This design comes from an exercise in tuning for small area on the open sky130 flow, not from production work. Power and IR drop assume default switching activity. The flow treats the clock pin as an ideal source, which a real chip does not have.

==> flow/design.v <==
module rsign_ctrl #(
    parameter int unsigned FM_DEPTH   = 64,
    parameter int unsigned PARA_WIDTH = 16,
    parameter int unsigned FM_SIZE    = 784,
    parameter int unsigned RSIGN_LAT  = 1
) (
    input  logic                                 clk,
    input  logic                                 rstn,
    input  logic                                 para_s_valid,
    input  logic [PARA_WIDTH-1:0]                para_s_data,
    output logic                                 para_s_ready,
    input  logic                                 win_valid,
    output logic                                 in_ready,
    output logic                                 rsign_valid,
    output logic [FM_DEPTH-1:0][PARA_WIDTH-1:0]  para_out,
    output logic                                 out_valid,
    output logic                                 frame_done,
    output logic                                 para_loaded,
    output logic [$clog2(FM_SIZE+1)-1:0]         win_cnt
);
    localparam int unsigned IdxW = (FM_DEPTH > 1) ? $clog2(FM_DEPTH) : 1;
    localparam int unsigned CntW = $clog2(FM_SIZE + 1);
    logic [IdxW-1:0]                      idx_q;
    logic                                 shadow_full_q;
    logic [FM_DEPTH-1:0][PARA_WIDTH-1:0]  shadow_q;
    logic [FM_DEPTH-1:0][PARA_WIDTH-1:0]  active_q;
    logic                                 para_loaded_q;
    logic                                 run_q;
    logic                                 vld_q;
    logic                                 last_q;
    logic [CntW-1:0]                      win_cnt_q;
    logic                                 beat, accept, last_acc, commit;
    assign para_s_ready = ~shadow_full_q;
    assign beat         = para_s_valid & ~shadow_full_q;
    assign in_ready     = run_q | (para_loaded_q & ~last_q & ~shadow_full_q);
    assign accept       = win_valid & in_ready;
    assign rsign_valid  = accept;
    assign out_valid    = vld_q;
    assign frame_done   = last_q;
    assign para_out     = active_q;
    assign para_loaded  = para_loaded_q;
    assign win_cnt      = win_cnt_q;
    assign last_acc = accept & (win_cnt_q == CntW'(FM_SIZE - 1));
    assign commit   = shadow_full_q & ~run_q;
    always_ff @(posedge clk) begin
        if (beat) shadow_q <= {para_s_data, shadow_q[FM_DEPTH-1:1]};
    end
    always_ff @(posedge clk or negedge rstn) begin
        if (!rstn) begin
            idx_q         <= '0;
            shadow_full_q <= 1'b0;
        end else if (beat) begin
            idx_q <= idx_q + IdxW'(1);
            if (idx_q == IdxW'(FM_DEPTH - 1)) shadow_full_q <= 1'b1;
        end else if (commit) begin
            shadow_full_q <= 1'b0;
        end
    end
    always_ff @(posedge clk or negedge rstn) begin
        if (!rstn) begin
            active_q      <= '0;
            para_loaded_q <= 1'b0;
        end else if (commit) begin
            active_q      <= shadow_q;
            para_loaded_q <= 1'b1;
        end
    end
    always_ff @(posedge clk or negedge rstn) begin
        if (!rstn) begin
            run_q     <= 1'b0;
            vld_q     <= 1'b0;
            last_q    <= 1'b0;
            win_cnt_q <= '0;
        end else begin
            vld_q  <= accept;
            last_q <= last_acc;
            if (accept) run_q <= ~last_acc;
            if (last_q) win_cnt_q <= '0;
            else if (accept) win_cnt_q <= win_cnt_q + CntW'(1);
        end
    end
endmodule
==> flow/config.mk <==
export PLATFORM = sky130hd
export DESIGN_NAME = rsign_ctrl
export DESIGN_NICKNAME = rsign_ctrl
export VERILOG_FILES = /design/flow/design.v
export SDC_FILE = /design/flow/constraint.sdc
export NUM_CORES = 4
export LEC_CHECK = 0
export CAP_MARGIN = 20
export CORE_MARGIN = 2
export CORE_UTILIZATION = 40
export SLEW_MARGIN = 20
==> flow/constraint.sdc <==
create_clock -name core_clock -period 5.0 [get_ports {clk}]
set_input_delay 1.0000 -clock core_clock [delete_from_list [all_inputs] [get_ports {clk}]]
set_output_delay 1.0000 -clock core_clock [all_outputs]
set_load 0.01 [all_outputs]
standard.sh (not shown) runs the stock make flow with config.mk's settings and CLKGATE_MAP_FILE= SYNTH_SCRIPT=/design/flow/synth_recipe.tcl, a recipe that flattens the netlist after the stock synthesis.
==> flow/flow/run.sh <==
#!/bin/bash
# Standard ORFS layout, with the smallest buffer on the ports and no CTS dummy loads.
set -euo pipefail
export BUFFER_PORTS_ARGS="-buffer_cell sky130_fd_sc_hd__buf_1"
export CTS_ARGS="-sink_clustering_enable -repair_clock_nets -dont_use_dummy_load"
bash standard.sh > standard_flow.log 2>&1
Change:
==> flow/run.sh (new file) <==
#!/bin/bash
# synth_recipe.tcl (not shown) runs the flow's synth.tcl, then flattens the netlist and writes it again
# the make line also repeats each setting of config.mk as NAME=value (left out here)
make -C /OpenROAD-flow-scripts/flow DESIGN_CONFIG=/design/flow/config.mk WORK_HOME=/design/flow/orfs CLKGATE_MAP_FILE= SYNTH_SCRIPT=/design/flow/synth_recipe.tcl finish
removed: flow/flow/run.sh
removed: flow/standard.sh
After rerunning:
- maximum frequency goes down by roughly a tenth
- design area grows by roughly a tenth
- total power grows by roughly a tenth
- core utilization rises by 5.0 points
- non-clock buffer count does not change
- clock power climbs by a quarter to a third
No run of this note included a check of the RTL's function; only the layout flow was run.

## middle
Another version of the RTL of rsign_ctrl (not shown whole).
Size: about 3,300 cells after synthesis, roughly 2,100 flip-flops, ~1,100 I/O pins, ~0.067 mm2 of cells after synthesis.
clock: 5.0 ns
lec_check: 0
cap_margin: 20
core_margin: 2
core_utilization: 65
place_density: 0.75
slew_margin: 20
==> flow/flow/run.sh <==
#!/bin/bash
# Standard ORFS layout, with the smallest buffer on the ports and a clock tree of
# larger sink clusters without dummy loads.
set -euo pipefail
export BUFFER_PORTS_ARGS="-buffer_cell sky130_fd_sc_hd__buf_1"
export CTS_ARGS="-sink_clustering_enable -repair_clock_nets -dont_use_dummy_load -sink_clustering_size 25 -sink_clustering_max_diameter 150"
bash standard.sh > standard_flow.log 2>&1
[inputs] north vs middle
# middle
export LEC_CHECK = 0
export CAP_MARGIN = 20
export CORE_MARGIN = 2
export CORE_UTILIZATION = 65
export PLACE_DENSITY = 0.75
export SLEW_MARGIN = 20
create_clock -name core_clock -period 5.0 [get_ports {clk}]
# north
export LEC_CHECK = 0
export CAP_MARGIN = 20
export CORE_MARGIN = 2
export CORE_UTILIZATION = 40
export SLEW_MARGIN = 20
create_clock -name core_clock -period 5.0 [get_ports {clk}]
Results
Re multi-input gate area in the final layout: no difference whatsoever between north and middle. Per the comparison of north with middle, number of clock buffer instances in the layout picked up an extra 4; post-layout instance area shows an increase of 1.7%; worst setup skew after layout shows an increase of 0.065 ns; die area moved up. The lower global-route usage came out of north. Compared with middle, north shows standard-cell row count that has gone up by more than a quarter. Clock network fraction of design power on north is up relative to middle. Re global-route wire length before repair: north is 4.3 mm up on middle.
No functional check of the RTL was part of any run of this note.

== zinc ==
Another version of the RTL of rsign_ctrl (not shown whole).
For scale: roughly 3300 cells after synthesis, ~2100 flip-flops, roughly 67000 um2 of cells after synthesis.
==> flow/design.v (excerpt) <==
module rsign_ctrl #(
    parameter int unsigned FM_DEPTH   = 64,
    parameter int unsigned PARA_WIDTH = 16,
    parameter int unsigned FM_SIZE    = 784,
    parameter int unsigned RSIGN_LAT  = 1
) (
    input  logic                                 clk,
    input  logic                                 rstn,
    input  logic                                 para_s_valid,
    input  logic [PARA_WIDTH-1:0]                para_s_data,
    output logic                                 para_s_ready,
    input  logic                                 win_valid,
    output logic                                 in_ready,
    output logic                                 rsign_valid,
    output logic [FM_DEPTH-1:0][PARA_WIDTH-1:0]  para_out,
    output logic                                 out_valid,
    output logic                                 frame_done,
    output logic                                 para_loaded,
    output logic [$clog2(FM_SIZE+1)-1:0]         win_cnt
);
Settings: LEC_CHECK=0, CAP_MARGIN=0, CORE_MARGIN=2, CORE_UTILIZATION=65, PLACE_DENSITY=0.75, SLEW_MARGIN=0; clock period 5.0 ns.
==> flow/flow/run.sh <==
#!/bin/bash
# Standard ORFS layout, with the smallest buffer on the ports and a clock tree of
# larger sink clusters without dummy loads.
set -euo pipefail
export BUFFER_PORTS_ARGS="-buffer_cell sky130_fd_sc_hd__buf_1"
export CTS_ARGS="-sink_clustering_enable -repair_clock_nets -dont_use_dummy_load -sink_clustering_size 30 -sink_clustering_max_diameter 150"
bash standard.sh > standard_flow.log 2>&1
zinc went all the way through the flow, and no timing, DRC or antenna check failed.
Relative to zinc, the following input files were edited for indigo:
diff --git a/flow/config.mk b/flow/config.mk
--- a/flow/config.mk
+++ b/flow/config.mk
@@ -8 +8 @@
-export CAP_MARGIN = 0
+export CAP_MARGIN = 20
@@ -10,3 +10,4 @@
-export CORE_UTILIZATION = 65
-export PLACE_DENSITY = 0.75
-export SLEW_MARGIN = 0
+export CORE_UTILIZATION = 75
+export GPL_TIMING_DRIVEN = 0
+export PLACE_DENSITY = 0.85
+export SLEW_MARGIN = 20
==> comparison <==
indigo vs. zinc: utilization now larger; height of the die moved down; global-route wire length before repair rose about 24%; via density per instance saw an increase.
Destination of the critical timing path: para_out[413] -> indigo, para_out[69] -> zinc
Summary of indigo over zinc: worst setup slack shows a reduction of 0.77 ns; register share of the cell area shrank by 0.74 points; peak clock frequency supported by timing saw a decrease.
When indigo is set beside zinc, its critical path depth in cells turns out to be 1 larger.
Max total power across zinc and indigo: indigo
### indigo -> ember
diff --git a/flow/config.mk b/flow/config.mk
--- a/flow/config.mk
+++ b/flow/config.mk
@@ -10,3 +10,2 @@
-export CORE_UTILIZATION = 75
-export GPL_TIMING_DRIVEN = 0
-export PLACE_DENSITY = 0.85
+export CORE_UTILIZATION = 65
+export PLACE_DENSITY = 0.75
==> comparison <==
Comparing net switching share of the total power for indigo and ember, the smaller number came from ember. Final non-filler cell total is higher on ember. Diff ember..indigo | final-layout clock buffer total | unchanged. For ember, the last element of the critical path was para_out[69], unlike indigo, where it was para_out[413].
Function was not checked in any run of this note: the RTL went through the layout flow alone.

[what the ideal ports hide]
The results above use ideal ports. As a check the final layouts listed here were re-extracted and re-timed, cells and wires unchanged. Step 1, drivers: a clkbuf_16 drives clk and a buf_2 each remaining input, both assumed. Step 2 times the ports against the registers' clock, not the clock port: input delays grow and output delays shrink by t, the midpoint of the rising clock arrivals with the driver on. Three values: no drivers, after step 1, after step 2; two values: the first two.
run	t, ns	setup WS [ns]	slew at the worst register clock pin (ns)
the first run of note 1	0.883	1.700 / 1.619 / 1.901	0.06 / 0.06
the second run of note 1	0.917	1.203 / 1.120 / 1.511	0.07 / 0.07
middle	0.742	1.236 / 1.169 / 1.848	0.10 / 0.10
north	0.770	1.273 / 1.183 / 1.934	0.10 / 0.10
zinc	0.738	1.120 / 1.052 / 1.790	0.11 / 0.11
indigo	0.726	0.353 / 0.282 / 0.992	0.12 / 0.12
ember	0.738	1.120 / 1.052 / 1.790	0.11 / 0.11
After both steps setup and hold are still met in every run listed.
